This is an optimization exercise on Yosys and OpenROAD, whose aim is small area, not a production implementation. RTL that was checked went through simulation tests only; none was proved equivalent to the original. The flow treats the clock pin as an ideal source, which a real chip does not have.

==> run P: inputs <==
==> flow/design.v (excerpt) <==
module car_video_top #(
  parameter int H_ACTIVE = 1280,
  parameter int H_FRONT  = 110,
  parameter int H_SYNC   = 40,
  parameter int H_BACK   = 220,
  parameter int V_ACTIVE = 720,
  parameter int V_FRONT  = 5,
  parameter int V_SYNC   = 5,
  parameter int V_BACK   = 20
) (
  input wire clk_100mhz,
  input wire sys_rst,
  input wire psel,
  input wire penable,
  input wire pwrite,
  input wire car_video_pkg::apb_addr_t paddr,
  input wire car_video_pkg::apb_data_t pwdata,
  output car_video_pkg::apb_data_t prdata,
  output logic pready,
  output logic pslverr,
  input wire [3:0] btn,
  output car_video_pkg::tmds_word_t tmds_red,
  output car_video_pkg::tmds_word_t tmds_green,
  output car_video_pkg::tmds_word_t tmds_blue
);
  logic [10:0] hpos;
  logic [9:0] ypos;
  logic hsync_d, vsync_d, active_d, new_frame;
  logic signed [17:0] camera_x, camera_y;
  logic [17:0] car_x_n, car_y_n, body_w_n, body_h_n, wheel_r_n;
  logic [3:0] bg_color;
  logic [3:0] idx, idx_q1, idx_q2, idx_q3;
  logic rst_q3;
  logic signed [3:0] disp_r, disp_g, disp_b;
  logic signed [3:0] next_r, next_g, next_b;
  logic [9:0] word_r, word_g, word_b;
  video_timing i_video_timing (
    .clk_100mhz(clk_100mhz), .sys_rst(sys_rst),
    .hpos(hpos), .ypos(ypos),
    .hsync_d(hsync_d), .vsync_d(vsync_d), .active_d(active_d), .new_frame(new_frame)
  );
  scene_regs i_scene_regs (
  ...
export LEC_CHECK = 0
export CAP_MARGIN = 0
export CORE_MARGIN = 2
export CORE_UTILIZATION = 65
export CTS_BUF_LIST = sky130_fd_sc_hd__clkbuf_8
export GPL_TIMING_DRIVEN = 0
export PLACE_DENSITY = 0.8
export SLEW_MARGIN = 0
create_clock -name core_clock -period 13.4 [get_ports {clk_100mhz}]
standard.sh (not shown) runs the stock make flow with config.mk's settings and CLKGATE_MAP_FILE= SYNTH_SCRIPT=/design/flow/synth_recipe.tcl, a recipe that flattens the netlist after the stock synthesis.
==> flow/flow/run.sh <==
#!/bin/bash
# The standard layout (standard.sh, synthesis unchanged) with two changes:
#  - port buffers are sky130_fd_sc_hd__buf_1 instead of the resizer's default pick
#  - clock tree synthesis inserts no dummy loads
#  - the buffers ABC put in are removed at floorplan (repair_design re-buffers as needed)
set -euo pipefail
export BUFFER_PORTS_ARGS="-buffer_cell sky130_fd_sc_hd__buf_1"
export REMOVE_ABC_BUFFERS=1
export CTS_ARGS="-sink_clustering_enable -repair_clock_nets -dont_use_dummy_load -buf_list sky130_fd_sc_hd__clkbuf_8"
bash standard.sh > standard.log 2>&1
==> run B: changes against run P <==
--- a/flow/design.v
+++ b/flow/design.v
@@ -100,34 +100,26 @@
   input wire penable,
   input wire pwrite,
   input wire [7:0] paddr,
   input wire [31:0] pwdata,
   input wire [3:0] btn,
   input wire new_frame,
+  input wire [17:0] pan_x,      
+  input wire [17:0] pan_y,      
   output logic [31:0] prdata,
   output logic pready,
   output logic pslverr,
   output logic signed [17:0] camera_x,
   output logic signed [17:0] camera_y,
   output logic [17:0] car_x_n,    
   output logic [17:0] car_y_n,    
   output logic [17:0] body_w_n,    
   output logic [17:0] body_h_n,    
   output logic [17:0] wheel_r_n,    
   output logic [3:0] bg_color
 );
-  function automatic [17:0] pan(input logic [17:0] v, input logic down);
-    logic [17:0] k;
-    logic c;
-    k = {{15{down}}, ~down, down, 1'b1};   
-    c = 1'b0;
-    for (int i = 0; i < 18; i++) begin
-      pan[i] = v[i] ^ k[i] ^ c;
-      c = (v[i] & k[i]) | (c & (v[i] ^ k[i]));
-    end
-  endfunction
   logic access, addr_ok, wr;
   logic [7:0] sel;
   logic [17:0] wdata;
   logic [17:0] rd;
   assign access  = psel && penable;
   assign addr_ok = (paddr[7:5] == 3'd0) && (paddr[1:0] == 2'd0);
@@ -149,25 +141,23 @@
       3'd5: rd = ~body_h_n;
       3'd6: rd = ~wheel_r_n;
       default: rd = {14'd0, bg_color};
     endcase
   end
   assign prdata = (access && !pwrite && addr_ok) ? {{14{rd[17]}}, rd} : 32'd0;
-  logic pan_x, pan_y;
-  assign pan_x = new_frame && (btn[3] || btn[2]);
-  assign pan_y = new_frame && !btn[3] && !btn[2] && (btn[1] || btn[0]);
+  logic pan_x_en, pan_y_en;
+  assign pan_x_en = new_frame && (btn[3] || btn[2]);
+  assign pan_y_en = new_frame && !btn[3] && !btn[2] && (btn[1] || btn[0]);
   function automatic [17:0] with_rst(input logic [17:0] v, input logic [17:0] r);
     with_rst = sys_rst ? r : v;
   endfunction
-  logic [17:0] panned;
-  assign panned = pan((btn[3] || btn[2]) ? camera_x : camera_y, btn[3] || (!btn[2] && btn[1]));
   logic [7:0] ld;
   assign ld = {8{sys_rst}} | ({8{wr}} & sel);
   always_ff @(posedge clk_100mhz) begin
-    if (ld[0] || pan_x) camera_x <= ld[0] ? with_rst(wdata, 18'(0)) : panned;
-    if (ld[1] || pan_y) camera_y <= ld[1] ? with_rst(wdata, 18'(0)) : panned;
+    if (ld[0] || pan_x_en) camera_x <= ld[0] ? with_rst(wdata, 18'(0)) : pan_x;
+    if (ld[1] || pan_y_en) camera_y <= ld[1] ? with_rst(wdata, 18'(0)) : pan_y;
     if (ld[2]) car_x_n <= ~with_rst(wdata, 18'(500));
     if (ld[3]) car_y_n <= ~with_rst(wdata, 18'(300));
     if (ld[4]) body_w_n <= ~with_rst(wdata, 18'(200));
     if (ld[5]) body_h_n <= ~with_rst(wdata, 18'(100));
     if (ld[6]) wheel_r_n <= ~with_rst(wdata, 18'(25));
     if (ld[7]) bg_color <= sys_rst ? 4'hF : pwdata[3:0];
@@ -184,13 +174,17 @@
   input wire [17:0] car_x_n,
   input wire [17:0] car_y_n,
   input wire [17:0] body_w_n,
   input wire [17:0] body_h_n,
   input wire [17:0] wheel_r_n,
   input wire [3:0] bg_color,
-  output logic [3:0] idx
+  input wire new_frame,
+  input wire [3:0] btn,
+  output logic [3:0] idx,
+  output logic [17:0] pan_x,     
+  output logic [17:0] pan_y      
 );
   localparam logic [3:0] BLACK = 4'h0;
   localparam logic [3:0] RED   = 4'h3;
   localparam logic [3:0] BROWN = 4'h6;
   function automatic [18:0] add19(input logic [18:0] a, input logic [18:0] b, input logic cin);
     logic c;
@@ -226,14 +220,23 @@
     wheel_axis = {ins, edg};
   endfunction
   logic [17:0] dx, dy;
   logic [18:0] dxw, dyh;        
   logic [1:0] wx1, wx2, wy;
   logic in_w1, in_w2, in_body, w_edge, b_edge;
-  assign dx  = 18'(add19(add19(sx(camera_x), sx(car_x_n), 1'b0), {8'd0, hpos}, 1'b0));
-  assign dy  = 18'(add19(add19(sx(camera_y), sx(car_y_n), 1'b0), {9'd0, ypos}, 1'b0));
+  localparam logic [17:0] PAN_X_UP = 18'(5 - (1280 + 1));
+  localparam logic [17:0] PAN_X_DN = 18'(-5 - (1280 + 1));
+  localparam logic [17:0] PAN_Y_UP = 18'(5);
+  localparam logic [17:0] PAN_Y_DN = 18'(-5);
+  logic [17:0] car_x_op, car_y_op;
+  assign car_x_op = !new_frame ? car_x_n : btn[3] ? PAN_X_DN : PAN_X_UP;
+  assign car_y_op = !new_frame ? car_y_n : btn[1] ? PAN_Y_DN : PAN_Y_UP;
+  assign dx  = 18'(add19(add19(sx(camera_x), sx(car_x_op), 1'b0), {8'd0, hpos}, 1'b0));
+  assign dy  = 18'(add19(add19(sx(camera_y), sx(car_y_op), 1'b0), {9'd0, ypos}, 1'b0));
+  assign pan_x = dx;
+  assign pan_y = dy;
   assign dxw = add19(sx(dx), sx(body_w_n), 1'b1);
   assign dyh = add19(sx(dy), sx(body_h_n), 1'b1);
   assign wx1 = wheel_axis(dx, wheel_r_n);
   assign wx2 = wheel_axis(dxw[17:0], wheel_r_n);
   assign wy  = wheel_axis(dy, wheel_r_n);
   assign in_w1   = wx1[1] && wy[1];
@@ -357,12 +360,13 @@
   logic [10:0] hpos;
   logic [9:0] ypos;
   logic hsync_d, vsync_d, active_d, new_frame;
   logic signed [17:0] camera_x, camera_y;
   logic [17:0] car_x_n, car_y_n, body_w_n, body_h_n, wheel_r_n;
   logic [3:0] bg_color;
+  logic [17:0] pan_x, pan_y;
   logic [3:0] idx, idx_q1, idx_q2, idx_q3;
   logic rst_q3;
   logic signed [3:0] disp_r, disp_g, disp_b;
   logic signed [3:0] next_r, next_g, next_b;
   logic [9:0] word_r, word_g, word_b;
   video_timing i_video_timing (
@@ -370,22 +374,22 @@
     .hpos(hpos), .ypos(ypos),
     .hsync_d(hsync_d), .vsync_d(vsync_d), .active_d(active_d), .new_frame(new_frame)
   );
   scene_regs i_scene_regs (
     .clk_100mhz(clk_100mhz), .sys_rst(sys_rst),
     .psel(psel), .penable(penable), .pwrite(pwrite), .paddr(paddr), .pwdata(pwdata),
-    .btn(btn), .new_frame(new_frame),
+    .btn(btn), .new_frame(new_frame), .pan_x(pan_x), .pan_y(pan_y),
     .prdata(prdata), .pready(pready), .pslverr(pslverr),
     .camera_x(camera_x), .camera_y(camera_y), .car_x_n(car_x_n), .car_y_n(car_y_n),
     .body_w_n(body_w_n), .body_h_n(body_h_n), .wheel_r_n(wheel_r_n), .bg_color(bg_color)
   );
   car_renderer i_car_renderer (
     .hpos(hpos), .ypos(ypos),
     .camera_x(camera_x), .camera_y(camera_y), .car_x_n(car_x_n), .car_y_n(car_y_n),
     .body_w_n(body_w_n), .body_h_n(body_h_n), .wheel_r_n(wheel_r_n), .bg_color(bg_color),
-    .idx(idx)
+    .new_frame(new_frame), .btn(btn), .idx(idx), .pan_x(pan_x), .pan_y(pan_y)
   );
   always_ff @(posedge clk_100mhz) begin
     idx_q1 <= idx;
     idx_q2 <= idx_q1;
     idx_q3 <= idx_q2;
     rst_q3 <= sys_rst;
@@ -406,11 +410,11 @@
       2'b00:   ctrl_b = CTRL_00;
       2'b01:   ctrl_b = CTRL_01;
       2'b10:   ctrl_b = CTRL_10;
       default: ctrl_b = CTRL_11;
     endcase
   end
-  assign tmds_red   = rst_q3 ? 10'd0 : active_d ? word_r : CTRL_00;
-  assign tmds_green = rst_q3 ? 10'd0 : active_d ? word_g : CTRL_00;
-  assign tmds_blue  = rst_q3 ? 10'd0 : active_d ? word_b : ctrl_b;
+  assign tmds_red   = active_d ? word_r : rst_q3 ? 10'd0 : CTRL_00;
+  assign tmds_green = active_d ? word_g : rst_q3 ? 10'd0 : CTRL_00;
+  assign tmds_blue  = active_d ? word_b : rst_q3 ? 10'd0 : ctrl_b;
 endmodule
 `default_nettype wire
==> flow/flow/run.sh (replaced) <==
#!/bin/bash
# The standard layout (standard.sh) with these changes:
#  - synthesis maps the logic with an area-oriented ABC script (flow/abc_area.script) in
#    place of ORFS's speed script; the rest of the synthesis script is ORFS's, unchanged,
#    so the registers are those of the standard synthesis
#  - port buffers are sky130_fd_sc_hd__buf_1 instead of the resizer's default pick
#  - the buffers ABC put in are removed at floorplan (repair_design re-buffers as needed)
#  - clock tree synthesis inserts no dummy loads and clusters at most 10 sinks per leaf buffer
set -euo pipefail
here=$PWD
rm -rf "$here/scripts_synth"
cp -r "$FLOW_HOME/scripts" "$here/scripts_synth"
cp "$here/flow/abc_area.script" "$here/scripts_synth/abc_speed.script"
SCRIPTS_DIR="$here/scripts_synth" bash standard.sh synth > synth.log 2>&1
export BUFFER_PORTS_ARGS="-buffer_cell sky130_fd_sc_hd__buf_1"
export REMOVE_ABC_BUFFERS=1
export CTS_ARGS="-sink_clustering_enable -sink_clustering_size 10 -sink_clustering_max_diameter 50 -repair_clock_nets -dont_use_dummy_load -buf_list sky130_fd_sc_hd__clkbuf_8"
bash standard.sh > standard.log 2>&1
==> flow/flow/abc_area.script (new file) <==
strash
&get -n
&st
&syn2
&dch
&nf -R 1000
&st
&syn2
&dch
&nf -R 1000
&put
topo
Settings changed: SETUP_SLACK_MARGIN from default to 0.6.
==> run Z: changes against run P <==
--- a/flow/design.v
+++ b/flow/design.v
@@ -100,34 +100,26 @@
   input wire penable,
   input wire pwrite,
   input wire [7:0] paddr,
   input wire [31:0] pwdata,
   input wire [3:0] btn,
   input wire new_frame,
+  input wire [17:0] pan_x,      
+  input wire [17:0] pan_y,      
   output logic [31:0] prdata,
   output logic pready,
   output logic pslverr,
   output logic signed [17:0] camera_x,
   output logic signed [17:0] camera_y,
   output logic [17:0] car_x_n,    
   output logic [17:0] car_y_n,    
   output logic [17:0] body_w_n,    
   output logic [17:0] body_h_n,    
   output logic [17:0] wheel_r_n,    
   output logic [3:0] bg_color
 );
-  function automatic [17:0] pan(input logic [17:0] v, input logic down);
-    logic [17:0] k;
-    logic c;
-    k = {{15{down}}, ~down, down, 1'b1};   
-    c = 1'b0;
-    for (int i = 0; i < 18; i++) begin
-      pan[i] = v[i] ^ k[i] ^ c;
-      c = (v[i] & k[i]) | (c & (v[i] ^ k[i]));
-    end
-  endfunction
   logic access, addr_ok, wr;
   logic [7:0] sel;
   logic [17:0] wdata;
   logic [17:0] rd;
   assign access  = psel && penable;
   assign addr_ok = (paddr[7:5] == 3'd0) && (paddr[1:0] == 2'd0);
@@ -149,25 +141,23 @@
       3'd5: rd = ~body_h_n;
       3'd6: rd = ~wheel_r_n;
       default: rd = {14'd0, bg_color};
     endcase
   end
   assign prdata = (access && !pwrite && addr_ok) ? {{14{rd[17]}}, rd} : 32'd0;
-  logic pan_x, pan_y;
-  assign pan_x = new_frame && (btn[3] || btn[2]);
-  assign pan_y = new_frame && !btn[3] && !btn[2] && (btn[1] || btn[0]);
+  logic pan_x_en, pan_y_en;
+  assign pan_x_en = new_frame && (btn[3] || btn[2]);
+  assign pan_y_en = new_frame && !btn[3] && !btn[2] && (btn[1] || btn[0]);
   function automatic [17:0] with_rst(input logic [17:0] v, input logic [17:0] r);
     with_rst = sys_rst ? r : v;
   endfunction
-  logic [17:0] panned;
-  assign panned = pan((btn[3] || btn[2]) ? camera_x : camera_y, btn[3] || (!btn[2] && btn[1]));
   logic [7:0] ld;
   assign ld = {8{sys_rst}} | ({8{wr}} & sel);
   always_ff @(posedge clk_100mhz) begin
-    if (ld[0] || pan_x) camera_x <= ld[0] ? with_rst(wdata, 18'(0)) : panned;
-    if (ld[1] || pan_y) camera_y <= ld[1] ? with_rst(wdata, 18'(0)) : panned;
+    if (ld[0] || pan_x_en) camera_x <= ld[0] ? with_rst(wdata, 18'(0)) : pan_x;
+    if (ld[1] || pan_y_en) camera_y <= ld[1] ? with_rst(wdata, 18'(0)) : pan_y;
     if (ld[2]) car_x_n <= ~with_rst(wdata, 18'(500));
     if (ld[3]) car_y_n <= ~with_rst(wdata, 18'(300));
     if (ld[4]) body_w_n <= ~with_rst(wdata, 18'(200));
     if (ld[5]) body_h_n <= ~with_rst(wdata, 18'(100));
     if (ld[6]) wheel_r_n <= ~with_rst(wdata, 18'(25));
     if (ld[7]) bg_color <= sys_rst ? 4'hF : pwdata[3:0];
@@ -184,13 +174,17 @@
   input wire [17:0] car_x_n,
   input wire [17:0] car_y_n,
   input wire [17:0] body_w_n,
   input wire [17:0] body_h_n,
   input wire [17:0] wheel_r_n,
   input wire [3:0] bg_color,
-  output logic [3:0] idx
+  input wire new_frame,
+  input wire [3:0] btn,
+  output logic [3:0] idx,
+  output logic [17:0] pan_x,     
+  output logic [17:0] pan_y      
 );
   localparam logic [3:0] BLACK = 4'h0;
   localparam logic [3:0] RED   = 4'h3;
   localparam logic [3:0] BROWN = 4'h6;
   function automatic [18:0] add19(input logic [18:0] a, input logic [18:0] b, input logic cin);
     logic c;
@@ -203,19 +197,17 @@
   function automatic [18:0] sx(input logic [17:0] v);
     sx = {v[17], v};
   endfunction
   function automatic near_neg(input logic [18:0] z);
     near_neg = (&z[18:2]) && (z[1:0] != 2'b00);
   endfunction
-  function automatic [1:0] wheel_axis(input logic [17:0] d, input logic [17:0] r_n);
+  function automatic [1:0] wheel_axis(input logic [17:0] d, input logic [17:0] r_n,
+                                      input logic [18:0] a, input logic [18:0] b);
     logic s, dmin, ins, edg;
-    logic [18:0] a, b;
     s    = d[17];
     dmin = s && (d[16:0] == 17'd0);
-    a = add19(sx(d), sx(r_n), 1'b1);      
-    b = add19(sx(d), ~sx(r_n), 1'b0);     
     if (dmin) begin                       
       ins = (r_n != ~18'h20000);
       edg = (r_n == ~18'h20003);
     end else if (!s) begin                
       ins = a[18];
       edg = near_neg(a);
@@ -224,21 +216,38 @@
       edg = (b[18:2] == 17'd0) && (b[1:0] != 2'b00);
     end
     wheel_axis = {ins, edg};
   endfunction
   logic [17:0] dx, dy;
   logic [18:0] dxw, dyh;        
+  logic [18:0] ax1, bx1, ax2, bx2, ay, by;
   logic [1:0] wx1, wx2, wy;
   logic in_w1, in_w2, in_body, w_edge, b_edge;
-  assign dx  = 18'(add19(add19(sx(camera_x), sx(car_x_n), 1'b0), {8'd0, hpos}, 1'b0));
-  assign dy  = 18'(add19(add19(sx(camera_y), sx(car_y_n), 1'b0), {9'd0, ypos}, 1'b0));
+  localparam logic [17:0] PAN_X_OP = 18'(-(1280 + 1));
+  localparam logic [17:0] PAN_UP   = 18'(5 - 1);    
+  localparam logic [17:0] PAN_DN   = 18'(-5 - 1);
+  logic [17:0] car_x_op, car_y_op, r_op, bh_op;
+  assign car_x_op = new_frame ? PAN_X_OP : car_x_n;
+  assign car_y_op = new_frame ? 18'd0 : car_y_n;
+  assign r_op     = !new_frame ? wheel_r_n : btn[3] ? PAN_DN : PAN_UP;
+  assign bh_op    = !new_frame ? body_h_n : btn[1] ? PAN_DN : PAN_UP;
+  assign dx  = 18'(add19(add19(sx(camera_x), sx(car_x_op), 1'b0), {8'd0, hpos}, 1'b0));
+  assign dy  = 18'(add19(add19(sx(camera_y), sx(car_y_op), 1'b0), {9'd0, ypos}, 1'b0));
   assign dxw = add19(sx(dx), sx(body_w_n), 1'b1);
-  assign dyh = add19(sx(dy), sx(body_h_n), 1'b1);
-  assign wx1 = wheel_axis(dx, wheel_r_n);
-  assign wx2 = wheel_axis(dxw[17:0], wheel_r_n);
-  assign wy  = wheel_axis(dy, wheel_r_n);
+  assign dyh = add19(sx(dy), sx(bh_op), 1'b1);
+  assign ax1 = add19(sx(dx), sx(r_op), 1'b1);          
+  assign bx1 = add19(sx(dx), ~sx(r_op), 1'b0);         
+  assign ax2 = add19(sx(dxw[17:0]), sx(r_op), 1'b1);   
+  assign bx2 = add19(sx(dxw[17:0]), ~sx(r_op), 1'b0);
+  assign ay  = add19(sx(dy), sx(r_op), 1'b1);
+  assign by  = add19(sx(dy), ~sx(r_op), 1'b0);
+  assign pan_x = ax1[17:0];
+  assign pan_y = dyh[17:0];
+  assign wx1 = wheel_axis(dx, wheel_r_n, ax1, bx1);
+  assign wx2 = wheel_axis(dxw[17:0], wheel_r_n, ax2, bx2);
+  assign wy  = wheel_axis(dy, wheel_r_n, ay, by);
   assign in_w1   = wx1[1] && wy[1];
   assign in_w2   = wx2[1] && wy[1];
   assign w_edge  = wy[0] || (in_w1 ? wx1[0] : wx2[0]);
   assign in_body = !dx[17] && dxw[18] && !dy[17] && dyh[18];
   assign b_edge  = ((dx[17:2] == 16'd0) && (dx[1:0] != 2'b11)) || near_neg(dxw) ||
                    ((dy[17:2] == 16'd0) && (dy[1:0] != 2'b11)) || near_neg(dyh);
@@ -357,12 +366,13 @@
   logic [10:0] hpos;
   logic [9:0] ypos;
   logic hsync_d, vsync_d, active_d, new_frame;
   logic signed [17:0] camera_x, camera_y;
   logic [17:0] car_x_n, car_y_n, body_w_n, body_h_n, wheel_r_n;
   logic [3:0] bg_color;
+  logic [17:0] pan_x, pan_y;
   logic [3:0] idx, idx_q1, idx_q2, idx_q3;
   logic rst_q3;
   logic signed [3:0] disp_r, disp_g, disp_b;
   logic signed [3:0] next_r, next_g, next_b;
   logic [9:0] word_r, word_g, word_b;
   video_timing i_video_timing (
@@ -370,22 +380,22 @@
     .hpos(hpos), .ypos(ypos),
     .hsync_d(hsync_d), .vsync_d(vsync_d), .active_d(active_d), .new_frame(new_frame)
   );
   scene_regs i_scene_regs (
     .clk_100mhz(clk_100mhz), .sys_rst(sys_rst),
     .psel(psel), .penable(penable), .pwrite(pwrite), .paddr(paddr), .pwdata(pwdata),
-    .btn(btn), .new_frame(new_frame),
+    .btn(btn), .new_frame(new_frame), .pan_x(pan_x), .pan_y(pan_y),
     .prdata(prdata), .pready(pready), .pslverr(pslverr),
     .camera_x(camera_x), .camera_y(camera_y), .car_x_n(car_x_n), .car_y_n(car_y_n),
     .body_w_n(body_w_n), .body_h_n(body_h_n), .wheel_r_n(wheel_r_n), .bg_color(bg_color)
   );
   car_renderer i_car_renderer (
     .hpos(hpos), .ypos(ypos),
     .camera_x(camera_x), .camera_y(camera_y), .car_x_n(car_x_n), .car_y_n(car_y_n),
     .body_w_n(body_w_n), .body_h_n(body_h_n), .wheel_r_n(wheel_r_n), .bg_color(bg_color),
-    .idx(idx)
+    .new_frame(new_frame), .btn(btn), .idx(idx), .pan_x(pan_x), .pan_y(pan_y)
   );
   always_ff @(posedge clk_100mhz) begin
     idx_q1 <= idx;
     idx_q2 <= idx_q1;
     idx_q3 <= idx_q2;
     rst_q3 <= sys_rst;
@@ -406,11 +416,11 @@
       2'b00:   ctrl_b = CTRL_00;
       2'b01:   ctrl_b = CTRL_01;
       2'b10:   ctrl_b = CTRL_10;
       default: ctrl_b = CTRL_11;
     endcase
   end
-  assign tmds_red   = rst_q3 ? 10'd0 : active_d ? word_r : CTRL_00;
-  assign tmds_green = rst_q3 ? 10'd0 : active_d ? word_g : CTRL_00;
-  assign tmds_blue  = rst_q3 ? 10'd0 : active_d ? word_b : ctrl_b;
+  assign tmds_red   = active_d ? word_r : rst_q3 ? 10'd0 : CTRL_00;
+  assign tmds_green = active_d ? word_g : rst_q3 ? 10'd0 : CTRL_00;
+  assign tmds_blue  = active_d ? word_b : rst_q3 ? 10'd0 : ctrl_b;
 endmodule
 `default_nettype wire
==> flow/flow/run.sh (replaced) <==
#!/bin/bash
# The standard layout (standard.sh) with these changes:
#  - synthesis maps the logic with an area-oriented ABC script (flow/abc_area.script) in
#    place of ORFS's speed script; the rest of the synthesis script is ORFS's, unchanged,
#    so the registers are those of the standard synthesis
#  - port buffers are sky130_fd_sc_hd__buf_1 instead of the resizer's default pick
#  - the buffers ABC put in are removed at floorplan (repair_design re-buffers as needed)
#  - clock tree synthesis inserts no dummy loads, and clock buffers driving 12 or more
#    flip-flops are then swapped for clkbuf_16 (flow/post_cts.tcl) to keep clock slew low
set -euo pipefail
here=$PWD
rm -rf "$here/scripts_synth"
cp -r "$FLOW_HOME/scripts" "$here/scripts_synth"
cp "$here/flow/abc_area.script" "$here/scripts_synth/abc_speed.script"
SCRIPTS_DIR="$here/scripts_synth" bash standard.sh synth > synth.log 2>&1
export BUFFER_PORTS_ARGS="-buffer_cell sky130_fd_sc_hd__buf_1"
export REMOVE_ABC_BUFFERS=1
export CTS_ARGS="-sink_clustering_enable -repair_clock_nets -dont_use_dummy_load -buf_list sky130_fd_sc_hd__clkbuf_8"
export POST_CTS_TCL="$here/flow/post_cts.tcl"
bash standard.sh > standard.log 2>&1
==> flow/flow/abc_area.script (new file) <==
strash
&get -n
&st
&syn2
&dch
&nf -R 1000
&st
&syn2
&dch
&nf -R 1000
&put
topo
==> flow/flow/post_cts.tcl (new file) <==
set n_up 0
foreach inst [[ord::get_db_block] getInsts] {
  if {[[$inst getMaster] getName] ne "sky130_fd_sc_hd__clkbuf_8"} { continue }
  set net [[$inst findITerm X] getNet]
  if {$net eq "NULL"} { continue }
  set loads [expr {[llength [$net getITerms]] - 1}]
  if {$loads >= 12} {
    replace_cell [get_cells [$inst getName]] sky130_fd_sc_hd__clkbuf_16
    incr n_up
  }
}
puts "post_cts: upsized $n_up clock buffers"
if {$n_up > 0} {
  estimate_parasitics -placement
  detailed_placement
  check_placement -verbose
}
==> summary.txt <==
Setup path
  – CP max-delay cell: or4_1
  – R2R cell count: 43
  – Crit path buffers/inverters: 5
  – Req. time, crit path: approximately 14 ns

Timing
  – Final WS setup: 0.809 ns

Place
  – Pre-CTS setup slack: -0.910 ns

Cells and area
  – Layout cell share with drive strength beyond 1: 11.0%
  – Most frequent cells in the layout: 136 x fa_1, 130 x edfxtp_1, 121 x nand2_1, 112 x nor2_1, 95 x buf_1

Clock tree
  – Num CTS Buffers: 17
  – Root Driver: clkbuf_8

Floorplan
  – Die Area: 22300 um2

Logic synthesis
  – Mapped Avg Cell Area: 11.2 um2
  – Multiplexer area fraction after synthesis: 0.218%

Routing
  – Wire length per cell: 25.3 um

Outcome
  – Status: no timing/DRC/antenna violations
-- figures above: run B

==> summary.txt <==
Setup path
  – CP max-delay cell: fa_1
  – Crit path buffers/inverters: 4
  – Req. time, crit path: 13.77 ns

Routing
  – Wire length per cell: 22.8 um

Clock tree
  – Num CTS Buffers: 17
  – Root Driver: clkbuf_8

Timing
  – Final WS setup: about 2.1 ns

Place
  – Pre-CTS setup slack: 2.15 ns

Logic synthesis
  – Mapped Avg Cell Area: approximately 11 um2

Outcome
  – Status: no timing/DRC/antenna violations

Floorplan
  – Die Area: 24200 um2

Cells and area
  – Most frequent cells in the layout: 212 x fa_1, 186 x inv_1, 145 x nand2_1, 130 x edfxtp_1, 98 x a21oi_1
-- figures above: run P

==> summary.txt <==
Setup path
  – Crit path buffers/inverters: 1
  – R2R cell count: 39
  – Crit-path leading delay family: adder cells
  – CP max-delay cell: and2_0

Routing
  – Wire length per cell: 24.9 um

Global route
  – Met1 Usage GRT: 53.4%
  – GR Overflow Total: 0

Logic synthesis
  – Mapped Avg Cell Area: around 11 um2
  – Multiplexer area fraction after synthesis: 0.232%

Timing
  – Final WS setup: between 0.4 and 0.5 ns
  – Ratio of final minimum period to clock period: 96.4%

Place
  – Pre-CTS setup slack: 0.217 ns

Cells and area
  – Layout cell share with drive strength beyond 1: 2.39%
  – Most frequent cells in the layout: 197 x fa_1, 135 x clkinv_1, 130 x edfxtp_1, 114 x nor2_1, 96 x buf_1

Outcome
  – Status: no timing/DRC/antenna violations
-- figures above: run Z

For run Z, only the layout was checked, not whether the RTL still works.

-- what the ideal ports hide --
The results above use ideal ports. As a check the final layouts listed here were re-extracted and re-timed, cells and wires unchanged.
Step 1, drivers: a clkbuf_16 drives clk_100mhz and a buf_2 each remaining input, both assumed.
Step 2, shift: input delay + t, output delay - t, t = (earliest + latest rising clock arrival at the registers) / 2. This alone moves slack from input paths to output paths.
Slacks: ideal / step 1 / step 2; pairs: ideal / step 1.
| run | shift t [ns] | setup WS [ns] | worst setup path after step 2 |
|---|---|---|---|
| run P | 0.502 | 2.129 / 2.129 / 2.129 | register to register |
| run B | 0.510 | 0.809 / 0.828 / 0.318 | input to register |
| run Z | 0.453 | 0.479 / 0.503 / 0.051 | input to register |
After both steps setup and hold are still met in every run listed. For run B, which loses most, drivers alone change the setup slack by +0.019 ns; drivers and shift together by -0.491 ns.
